This design comes from an exercise in tuning for small area, a short achievable clock period and few clock cycles per item on the open sky130 flow, not from production work.
The RTL was checked by simulation tests, not by an equivalence proof against the original design.
Power figures rest on the tool's default switching activity, not on a simulated workload.

File: flow/design.v
package fbrc_pkg;
   localparam int ENTRIES = 16;
   localparam int COUNT_W = 16;
   localparam int FD_W    = 16;
   localparam int BN_W    = 31;
   localparam int KEY_W   = FD_W + BN_W;
   localparam int SLOT_W  = 4;
   localparam int CFG_W   = 5;
   localparam logic [CFG_W-1:0] NEW_SECTION_RESET = 5'd4;
   localparam logic [CFG_W-1:0] OLD_SECTION_RESET = 5'd8;
endpackage
module frequency_based_cache_replacement_core (
   input  logic        clock,
   input  logic        reset,
   input  logic        req_tvalid,
   output logic        req_tready,
   input  logic [47:0] req_tdata,
   output logic        rsp_tvalid,
   input  logic        rsp_tready,
   output logic [55:0] rsp_tdata,
   output logic [1:0]  rsp_tuser,
   input  logic        csr_valid,
   output logic        csr_ready,
   input  logic [0:0]  csr_index,
   input  logic [4:0]  csr_data
);
   localparam int N  = fbrc_pkg::ENTRIES;
   localparam int KW = fbrc_pkg::KEY_W;
   localparam int CW = fbrc_pkg::COUNT_W;
   localparam int SW = fbrc_pkg::SLOT_W;
   localparam int RW = 2 + SW + KW;    
   logic [N-1:0] newm, inwin;
   logic [N-1:0] newm_w, inwin_w;
   assign csr_ready = 1'b1;
   always_comb begin
      for (int i = 0; i < N; i++) begin
         newm_w[i]  = ({1'b0, csr_data} > 6'(i));
         inwin_w[i] = (csr_data == 5'd0) ? (i == N - 1) : ({1'b0, csr_data} >= 6'(N - i));
      end
   end
   always_ff @(posedge clock) begin
      if (reset) begin
         newm  <= N'(16'h000f);    
         inwin <= N'(16'hff00);    
      end else if (csr_valid) begin
         if (csr_index[0]) inwin <= inwin_w;
         else              newm  <= newm_w;
      end
   end
   logic [KW-1:0] key  [N];
   logic [CW-1:0] cnt  [N];
   logic [SW-1:0] slot [N];
   logic [N-1:0]  v;                 
   logic [SW-1:0] occ;               
   logic [N-1:0]  lt [N];            
   logic          b_v;               
   logic [KW-1:0] b_key;
   logic [N-1:0]  b_m;               
   logic          h_v, s_v;
   logic [RW-1:0] h_d, s_d;
   logic          rdy;
   logic          go, deq, acc;
   logic          b_v_n, h_v_n, s_v_n;
   assign go  = b_v & ~(h_v & s_v);
   assign acc = req_tvalid & rdy;
   assign deq = h_v & rsp_tready;
   assign b_v_n = (b_v & ~go) | acc;
   always_comb begin
      h_v_n = h_v;
      s_v_n = s_v;
      if (go) begin
         if (h_v & ~deq) s_v_n = 1'b1;
         h_v_n = 1'b1;
      end else if (deq) begin
         h_v_n = s_v;
         s_v_n = 1'b0;
      end
   end
   always_ff @(posedge clock) begin
      if (reset) begin
         b_v <= 1'b0;
         h_v <= 1'b0;
         s_v <= 1'b0;
         rdy <= 1'b1;
      end else begin
         b_v <= b_v_n;
         h_v <= h_v_n;
         s_v <= s_v_n;
         rdy <= ~(b_v_n & h_v_n & s_v_n);
      end
   end
   assign req_tready = rdy;
   logic [N-1:0]  m0;
   logic          same;              
   always_comb begin
      for (int i = 0; i < N; i++) m0[i] = v[i] && (key[i] == req_tdata[KW-1:0]);
   end
   assign same = (req_tdata[KW-1:0] == b_key);
   logic [N-1:0]  vict, sh, hth, vth;
   logic          hit, full, ev, in_new, inc;
   logic [CW-1:0] cm, cnew;
   logic [SW-1:0] sm, sv, snew;
   logic [KW-1:0] evk;
   logic [N-1:0]  lt_c, lt_n;
   assign full = v[N-1];
   function automatic logic less(input logic [CW-1:0] a, input logic [CW-1:0] b);
      less = 1'b0;
      for (int i = 0; i < CW; i++) less = (~a[i] & b[i]) | (~(a[i] ^ b[i]) & less);
   endfunction
   always_comb begin
      for (int i = 0; i < N; i++) begin
         vict[i] = inwin[i];
         for (int j = 0; j < N; j++) begin
            if (j > i) vict[i] = vict[i] & lt[i][j];
            if (j < i) vict[i] = vict[i] & ~(inwin[j] & lt[j][i]);
         end
      end
   end
   assign hit = |b_m;
   assign ev  = ~hit & full;
   assign in_new = |(b_m & newm);
   always_comb begin
      cm  = '0;
      sm  = '0;
      sv  = '0;
      evk = '0;
      for (int i = 0; i < N; i++) begin
         cm  = cm  | ({CW{b_m[i]}}  & cnt[i]);
         sm  = sm  | ({SW{b_m[i]}}  & slot[i]);
         sv  = sv  | ({SW{vict[i]}} & slot[i]);
         evk = evk | ({KW{vict[i]}} & key[i]);
      end
   end
   assign inc  = ~in_new & ~(&cm);
   assign cnew = hit ? (cm + CW'(inc)) : CW'(1);
   assign snew = hit ? sm : full ? sv : occ;
   always_comb begin
      logic hm, vm;
      hm = 1'b0;
      vm = 1'b0;
      for (int i = N - 1; i >= 0; i--) begin
         hm = hm | b_m[i];
         vm = vm | vict[i];
         hth[i] = hm;
         vth[i] = vm;
      end
      sh[0] = 1'b1;
      for (int i = 1; i < N; i++) begin
         sh[i] = hit ? hth[i] : full ? vth[i] : v[i-1];
      end
   end
   always_comb begin
      for (int k = 0; k < N; k++) lt_c[k] = less(cnew, cnt[k]);
      lt_n = '0;
      for (int j = 1; j < N; j++) lt_n[j] = sh[j] ? lt_c[j-1] : lt_c[j];
   end
   always_ff @(posedge clock) begin
      if (go) begin
         key[0]  <= b_key;
         cnt[0]  <= cnew;
         slot[0] <= snew;
         lt[0]   <= lt_n;
         for (int i = 1; i < N; i++) begin
            if (sh[i]) begin
               key[i]  <= key[i-1];
               cnt[i]  <= cnt[i-1];
               slot[i] <= slot[i-1];
            end
         end
         for (int a = 1; a < N; a++) begin
            for (int b = a + 1; b < N; b++) begin
               if (sh[b])      lt[a][b] <= lt[a-1][b-1];
               else if (sh[a]) lt[a][b] <= lt[a-1][b];
            end
         end
      end
   end
   always_ff @(posedge clock) begin
      if (reset) begin
         v   <= '0;
         occ <= '0;
      end else if (go & ~hit & ~full) begin
         v   <= {v[N-2:0], 1'b1};
         occ <= occ + SW'(1);
      end
   end
   always_ff @(posedge clock) begin
      if (rdy) begin
         b_key <= req_tdata[KW-1:0];
         if (go) begin
            b_m[0] <= same;
            for (int i = 1; i < N; i++) b_m[i] <= sh[i] ? m0[i-1] : m0[i];
         end else begin
            b_m <= m0;
         end
      end
   end
   logic [RW-1:0] res;
   assign res = {ev, hit, snew, ev ? evk : KW'(0)};
   always_ff @(posedge clock) begin
      if (go) begin
         if (~h_v | deq) h_d <= res;
         if (h_v)        s_d <= res;
      end else if (deq) begin
         h_d <= s_d;
      end
   end
   assign rsp_tvalid = h_v;
   assign rsp_tuser  = h_d[RW-1:RW-2];
   assign rsp_tdata  = {5'b0, h_d[KW-1:0], h_d[KW+SW-1:KW]};
endmodule
File: flow/run.sh
#!/bin/bash
# synth_recipe.tcl (not shown) runs the flow's synth.tcl, then flattens the netlist and writes it again
# the make line also repeats each setting of config.mk as NAME=value (left out here)
make -C /OpenROAD-flow-scripts/flow DESIGN_CONFIG=/design/flow/config.mk WORK_HOME=/design/flow/orfs CLKGATE_MAP_FILE= SYNTH_SCRIPT=/design/flow/synth_recipe.tcl finish
File: flow/config.mk
export PLATFORM = sky130hd
export DESIGN_NAME = frequency_based_cache_replacement_core
export DESIGN_NICKNAME = frequency_based_cache_replacement_core
export VERILOG_FILES = /design/flow/design.v
export SDC_FILE = /design/flow/constraint.sdc
export NUM_CORES = 4
export LEC_CHECK = 0
export CAP_MARGIN = 20
export CORE_MARGIN = 2
export CORE_UTILIZATION = 40
export SETUP_SLACK_MARGIN = 5
export SLEW_MARGIN = 20
File: flow/constraint.sdc
create_clock -name core_clock -period 10.0 [get_ports {clock}]
set_input_delay 2.0000 -clock core_clock [delete_from_list [all_inputs] [get_ports {clock}]]
set_output_delay 2.0000 -clock core_clock [all_outputs]
set_load 0.01 [all_outputs]
==> results.cfg <==
[sta]
finClkSkew_ns = 0.0565
rsz0062_at_grt = yes
finalHoldViolations = 0
fin_tns_setup_ns = 0
fmax_ghz = 0.188
period_share_pct = 53.1
min_period_ns = 5.31
drv_slew = 0
finalSetupViolations = 0
whs_ns = 0.450
max_slew_margin_pct = 11.6
worst_pin_slew_ns = 1.32

[clocking]
cts_buffers = 160
cts_tree = built
insertion_delay_ns = 0.87
htree_levels = 4
clockRootBuffer = clkbuf_16
holdBufCountCts = 0
clock-sinks = 1417
clock_path_buffers = 3
cts.clk_slew.worst_paths_ns = 0.06

[setup_path]
cp-start-kind = primary input
arrival_ns = 5.92
worst_setup_path_end_kind = flop
ff2ff_path_depth = 10
crit_fanout = 18
crit_type = in -> reg
required_ns = 10.61

[die]
initial_core_util_pct = 40.3
die_w_um = 418
num_rows = 151
die_area_mm2 = 0.174
io_pins = 120
core_area_mm2 = 0.170
die_h_um = 418

[layout]
fill_cells = 15100
fin_area_mm2 = 0.0799
seq_area_mm2 = 0.0420
multiInputGateArea_mm2 = 0.0263
nets = 5496
layout_commonest_cell = edfxtp_1
area_growth_pct = 16.8
drive_above_1_share_pct = 15.6
layout_common_cells = edfxtp_1 (1361), xnor2_1 (683), a22oi_1 (276)

[routing]
via_count = 52000
wl_um = 328000
drt_pass1_iterations = 7
vias_per_cell = 6.88
ant_nets = 0
drt_iter0_drc = 8563
drc = 0
wl_per_cell_um = 43.4

[global_route]
grt_pass1_wl_um = 434000
grtUsageTotal_pct = 36.7
grt-ovfl-total = 0
antenna_found_initial = 14
grt_pass1_vias = 48800
grt_max_degree = 57

[synth]
syn_area_mm2 = 0.0684
synth_cells = 4981
async_flop_share_pct = 0
synth_cell_types = 76
synth-main-ff-cell = edfxtp_1
synth_seq_cells = 1417
synth.area.top_cells = edfxtp_1 (60%), xnor2_1 (8.9%), ha_1 (4.4%)
avgSynthCellArea_um2 = 13.7
ys_seq_area_share_pct = 61.4
synth_area_leader_cell = edfxtp_1
netlist.area_leader.share_pct = 59.7
ys_warn_count = 5
synth_edf_count = 1361

[hold_path]
hp-class = reg -> reg
hold_depth = 1

[place]
gp_congestion = 1.13
hpwl_um = 229000
portBuffers = 112
placed_cell_area_mm2 = 0.0725

[status]
outcome = finished clean

[pwr]
irDropWorstVdd_v = 0.000173
p_per_area_mw_per_mm2 = 173
leakagePower_nw = 26.2

[run]
drv_cap = 0
==> final timing paths <==
path                                     from          to  slack, ns
worst max register to register       inwin[5]  key[3][27]       4.87
worst min register to register      inwin[15]   inwin[15]       0.45
worst max-delay path            req_tdata[15]      b_m[0]       4.69
worst min-delay path                inwin[15]   inwin[15]       0.45
==> critical path: stages <==
cell	delay, ns
clkdlybuf4s50_1	0.41
buf_4	0.23
xnor2_1	0.84
nand4_1	0.46
nor4_1	1.14
nand3_1	0.49
o32ai_1	0.34
==> where the power goes <==
part           total (W)  switching (W)  internal (W)
Clock            0.00600        0.00261       0.00339
Combinational    0.00116       0.000788      0.000372
Sequential       0.00671       0.000125       0.00658
Total             0.0139        0.00353        0.0103
==> flip-flops by register name (all words and copies together) (netlist names) <==
signal  flops
h_d        53
s_v         1
b_m        16
slot       64
inwin      16
cnt       256
newm       16
lt        120
b_key      47
b_v         1
v          16
rdy         1
key       752
s_d        53
occ         4
h_v         1
==> metal layers <==
layer  global-route usage, %  share of wire, %  vias up
li1                        -                 -    20200
met1                    45.7                36    26600
met2                    54.6                43     4149
met3                    10.6                12     1039
met4                    26.4               9.2       10
met5                       0             0.022        -
==> stage by stage <==
step	setup slack (ns)	total power, W	utilization (%)	cells
2_1_floorplan	5.01	0.00731	-	4985
3_3_place_gp	2.75	0.00785	42.7	7165
3_5_place_dp	2.73	0.00786	42.7	7165
4_1_cts	4.46	0.0138	46.6	7507
5_1_grt	4.73	0.0141	47.1	7541
6_report	4.69	0.0139	47.1	7554
==> area by class of cell <==
| type | instances | share of cell area (%) |
|---|---|---|
| Sequential cell | 1417 | 52.5 |
| Clock buffer | 205 | 5.40 |
| Antenna cell | 13 | 0.0407 |
| Clock inverter | 86 | 1.02 |
| Multi-Input combinational cell | 3182 | 32.9 |
| Inverter | 85 | 0.634 |
| Tap cell | 2218 | 3.47 |
| Timing Repair Buffer | 348 | 4.01 |
==> synth_stat cells, types with 82 or more instances <==
master,instances
a221oi_1,172
edfxtp_1,1361
mux2_2,135
a21oi_1,82
nor2_1,92
a22oi_1,285
inv_1,84
ha_1,243
nand4_1,270
nand2_1,238
xnor2_1,692
clkbuf_1,218
a22o_1,191
==> cells by family (layout without fill, tap and decap cells) <==
logic type	after synthesis	count (layout)	share of synthesized area [%]
AOI/OAI and AO/OA	1076	1076	12.2
xor gates and xnor gates	763	763	9.77
adders and majority gates	243	243	4.44
buffers and inverters	386	724	2.25
DFF	1417	1417	61.4
muxes	160	160	2.59
other	2	19	0.0110
and+or+nand+nor	934	934	7.40
==> repair_timing <==
| item | CTS | global route |
|---|---|---|
| pin swaps | 58 | 53 |
| gates resized for setup | 248 | 112 |
| setup endpoints to repair | 787 | 355 |
| buffers inserted | 51 | 30 |
| gates cloned | 0 | 3 |
Testbench counts, summed over its fixed seeds: cycles 4,016, items 4,000.

-- port drivers added, routing unchanged --
The flow's constraints put no driver on any port. The routed layout listed below was extracted and timed again, unchanged, in two steps. Step 1 sets driving cells, clkbuf_16 on the clock port and buf_2 on the other inputs (assumed; they add their load-dependent delay and slew). Step 2 adds t to the input delays and takes it off the output delays; t is the mean of the earliest and latest rising clock arrival at the registers after step 1. Input paths then give back, and output paths get back, about the clock's delay inside the block. Three values: ideal, step 1, step 2; two values: the first two.
shift t [ns]: 0.922
slack for setup (ns): 4.689 / 4.753 / 3.830
worst setup path after step 2: input to register
clock arrival spread, ns: 0.068 / 0.067
worst register clock-pin slew, ns: 0.07 / 0.07
After both steps this run still meets setup and hold. For this run, drivers alone change the setup slack by +0.064 ns; drivers and shift together by -0.859 ns.
